What follows belongs to an exercise in optimizing a design on an open flow for small area; a production flow would make more cautious choices. The RTL was checked by simulation tests, not by an equivalence proof against the original design.

Setup of wip/pepper:
==> flow/design.v (excerpt) <==
module izh_neuron_array #(
    parameter int NUM_CH   = 6,
    parameter int W        = 12,
    parameter int CH_BITS  = 3
) (
    input  logic                clk,
    input  logic                reset,
    input  logic                enable,
    input  logic                input_enable,
    input  logic [NUM_CH*8-1:0] stimulus_in,
    input  logic                load_mode,
    input  logic                serial_data,
    input  logic [CH_BITS-1:0]  mon_sel,
    output logic [7:0]          membrane_out,
    output logic [NUM_CH-1:0]   spike_out,
    output logic                params_ready,
    output logic                frame_done,
    output logic                addr_err,
    output logic [2:0]          debug_state
);
    localparam int FW = CH_BITS + 4 * W;
    localparam logic [W-1:0] V_RST = W'(V_INIT);
    function automatic logic [2:0] sub6(input logic [2:0] x, input logic [2:0] y);
        logic [3:0] t;
        t = {1'b0, x} - {1'b0, y};
        sub6 = t[3] ? 3'(t + 4'd6) : t[2:0];
    endfunction
    izh_pkg::ld_state_t   state_q;
    logic [5:0]           cnt_q;
    logic [FW-1:0]        frame_q;
    logic [W-1:0]         rv [NUM_CH];
    logic [W-1:0]         ru [NUM_CH];
    logic [W-1:0]         ra [NUM_CH];
    logic [W-1:0]         rb [NUM_CH];
    logic [W-1:0]         rc [NUM_CH];
    logic [W-1:0]         rd [NUM_CH];
    logic [NUM_CH-1:0]    rdy_q;
    logic [NUM_CH-1:0]    tch_q;
    logic [NUM_CH-1:0]    scan_oh;
    logic [NUM_CH-1:0]    spike_q;
    logic [2:0]           scan_q;
    logic                 adv, commit, addr_ok;
    logic [2:0]           scan_nx, mon_idx, mon_pos;
    logic                 rdy0, tch0;
    logic [W-1:0]         dp_v, dp_u, mon_v;
    logic                 dp_spike;
    logic [7:0]           dp_stim;
    assign adv     = enable && input_enable;
    assign addr_ok = (frame_q[FW-1 -: 3] < 3'd6);
    assign commit  = enable && (state_q == LD_COMMIT) && addr_ok;
  ...
For scale: about 520 flip-flops.
Settings: LEC_CHECK=0, ABC_AREA=1, CAP_MARGIN=20, CORE_MARGIN=2, CORE_UTILIZATION=65, CTS_BUF_LIST=sky130_fd_sc_hd__clkbuf_8, CTS_CLUSTER_DIAMETER=60, CTS_CLUSTER_SIZE=16, SLEW_MARGIN=20, SYNTH_HIERARCHICAL=1; clock period 18.0 ns.
standard.sh (not shown) runs the stock make flow with config.mk's settings and CLKGATE_MAP_FILE= SYNTH_SCRIPT=/design/flow/synth_recipe.tcl, a recipe that flattens the netlist after the stock synthesis.
==> flow/flow/run.sh <==
#!/bin/bash
# Own flow: the standard layout (standard.sh), with two changes:
#  - Yosys's ABC technology mapping of the combinational logic uses an area-oriented
#    script (&nf with area recovery) instead of ORFS's delay-oriented "map -B 0.9".
#    Registers, their names and cell types are untouched (dfflibmap runs before ABC).
#  - clock tree synthesis does not add dummy load cells.
set -euo pipefail
W=$(pwd)
rm -rf "$W/orfs_scripts"
cp -r "$FLOW_HOME/scripts" "$W/orfs_scripts"
printf '&get -n\n&st\n&dch\n&nf -R 1000\n&put\ntopo\n' > "$W/orfs_scripts/abc_area.script"
export SCRIPTS_DIR="$W/orfs_scripts"
export CTS_ARGS="-sink_clustering_enable -repair_clock_nets -buf_list sky130_fd_sc_hd__clkbuf_8 -sink_clustering_size 16 -sink_clustering_max_diameter 60 -dont_use_dummy_load"
bash "$W/standard.sh" > "$W/standard_flow.log" 2>&1
Modified inputs, wip/harbor compared to wip/pepper
--- a/flow/design.v
+++ b/flow/design.v
@@ -5,33 +5,25 @@
         LD_DATA   = 2'd2,
         LD_COMMIT = 2'd3
     } ld_state_t;
     localparam int V_TH     = 30;
     localparam int V_INIT   = -65;
 endpackage
 module izh_update_dp (
-    input  logic [11:0] v_cur,
-    input  logic [11:0] u_cur,
-    input  logic [11:0] v_last,
-    input  logic [11:0] u_last,
-    input  logic        touched,
-    input  logic        ready,
-    input  logic        adv,
+    input  logic [11:0] v,
+    input  logic [11:0] u,
     input  logic [11:0] a,
     input  logic [11:0] b,
     input  logic [11:0] c,
     input  logic [11:0] d,
     input  logic [7:0]  stim,
-    output logic [11:0] v_d,
-    output logic [11:0] u_d,
+    output logic [11:0] v_next,
+    output logic [11:0] u_next,
     output logic        spike
 );
-    logic [11:0] v, u, v_next, u_next;
-    assign v = touched ? v_cur : 12'hfbf;
-    assign u = touched ? u_cur : 12'h000;
     wire n0 = v[0] & v[1];
     wire n1 = v[0] & v[2];
     wire n2 = v[0] & v[3];
     wire n3 = v[0] & v[4];
     wire n4 = v[0] & v[5];
     wire n5 = v[0] & v[6];
     wire n6 = v[0] & v[7];
@@ -1042,20 +1034,14 @@
             v_next = c;
             u_next = u_j;
         end else begin
             v_next = t_lo ? 12'h800 : T[12:1];
             u_next = u_n;
         end
     end
-    logic s_hd, s_up, s_cp;
-    assign s_hd = !adv;
-    assign s_up = adv && ready;
-    assign s_cp = adv && !ready;
-    assign v_d = ({12{s_hd}} & v_last) | ({12{s_up}} & v_next) | ({12{s_cp}} & v_cur);
-    assign u_d = ({12{s_hd}} & u_last) | ({12{s_up}} & u_next) | ({12{s_cp}} & u_cur);
 endmodule
 module izh_fa (input logic a, input logic b, input logic c, output logic s, output logic co);
     assign s  = a ^ b ^ c;
     assign co = (a & b) | (a & c) | (b & c);
 endmodule
 module izh_ha (input logic a, input logic b, output logic s, output logic co);
     assign s  = a ^ b;
@@ -1102,39 +1088,36 @@
     logic [NUM_CH-1:0]    tch_q;
     logic [NUM_CH-1:0]    scan_oh;
     logic [NUM_CH-1:0]    spike_q;
     logic [2:0]           scan_q;
     logic                 adv, commit, addr_ok;
     logic [2:0]           scan_nx, mon_idx, mon_pos;
     logic                 rdy0, tch0;
-    logic [W-1:0]         dp_v, dp_u, mon_v;
+    logic [W-1:0]         dp_vin, dp_uin, dp_v, dp_u, mon_v;
     logic                 dp_spike;
     logic [7:0]           dp_stim;
     assign adv     = enable && input_enable;
     assign addr_ok = (frame_q[FW-1 -: 3] < 3'd6);
     assign commit  = enable && (state_q == LD_COMMIT) && addr_ok;
     assign scan_nx = !adv ? scan_q : (scan_q == 3'd5) ? 3'd0 : scan_q + 3'd1;
     assign dp_stim = stimulus_in[{scan_q, 3'b000} +: 8];
     assign rdy0    = |(rdy_q & scan_oh);
     assign tch0    = |(tch_q & scan_oh);
+    assign dp_vin  = tch0 ? rv[0] : V_RST;
+    assign dp_uin  = tch0 ? ru[0] : '0;
     izh_update_dp u_dp (
-        .v_cur  (rv[0]),
-        .u_cur  (ru[0]),
-        .v_last (rv[NUM_CH-1]),
-        .u_last (ru[NUM_CH-1]),
-        .touched(tch0),
-        .ready  (rdy0),
-        .adv    (adv),
+        .v      (dp_vin),
+        .u      (dp_uin),
         .a      (pa),
         .b      (pb),
         .c      (pc),
         .d      (pd),
         .stim   (dp_stim),
-        .v_d    (dp_v),
-        .u_d    (dp_u),
+        .v_next (dp_v),
+        .u_next (dp_u),
         .spike  (dp_spike)
     );
     assign spike_out   = spike_q;
     assign debug_state = {1'b0, state_q};
     always_ff @(posedge clk) begin
         if (reset) begin
             state_q <= LD_IDLE;
@@ -1193,23 +1176,27 @@
     always_ff @(posedge clk) begin
         if (reset) begin
             rdy_q <= '0;
         end else begin
             rdy_q <= rdy_q | p_ld;
         end
     end
+    logic s_hd, s_up, s_cp;
+    assign s_hd = !adv;
+    assign s_up = adv && rdy0;
+    assign s_cp = adv && !rdy0;
     always_ff @(posedge clk) begin
         if (adv) begin
             for (int j = 0; j < NUM_CH - 1; j++) begin
                 rv[j] <= rv[j + 1];
                 ru[j] <= ru[j + 1];
             end
         end
-        rv[NUM_CH-1] <= dp_v;
-        ru[NUM_CH-1] <= dp_u;
+        rv[NUM_CH-1] <= ({W{s_hd}} & rv[NUM_CH-1]) | ({W{s_up}} & dp_v) | ({W{s_cp}} & rv[0]);
+        ru[NUM_CH-1] <= ({W{s_hd}} & ru[NUM_CH-1]) | ({W{s_up}} & dp_u) | ({W{s_cp}} & ru[0]);
     end
     always_ff @(posedge clk) begin
         if (reset) begin
             tch_q   <= '0;
             spike_q <= '0;
             scan_q  <= '0;
         end else if (adv) begin
==> comparison <==
wip/harbor vs. wip/pepper: non-clock buffer count higher, number of DRC violations after detailed-routing iteration 0 lower.
[compare] base=wip/pepper new=wip/harbor: wire length on met1 now sits at about the same level; slew of the pin with the lowest slew margin now sits lower; utilization now sits higher; average routed wire per standard cell now sits higher; area after synthesis now sits higher.
The final-layout clock buffer total of wip/harbor falls short of that of wip/pepper by 1.
wip/pepper has lower post-layout minimum cycle time than wip/harbor.

static timing again, ports no longer ideal:
No port has a modelled driver above. Below, the same layouts with a new extraction and two added sets of constraints.
Step 1: set_driving_cell puts a clkbuf_16 on clk and a buf_2 on each other input, an assumption about the parent block.
Step 2 times the ports against the registers' clock, not the clock port: input delays grow and output delays shrink by t, the midpoint of the rising clock arrivals with the driver on.
Slacks: no drivers / after step 1 / after step 2; pairs: no drivers / after step 1.
| run | shift t [ns] | setup slack, ns | latest minus earliest clock arrival (ns) |
|---|---|---|---|
| wip/pepper | 0.636 | 0.653 / 0.653 / 0.653 | 0.106 / 0.106 |
| wip/harbor | 0.598 | 0.532 / 0.532 / 0.532 | 0.080 / 0.081 |
After both steps setup and hold are still met in every run listed.
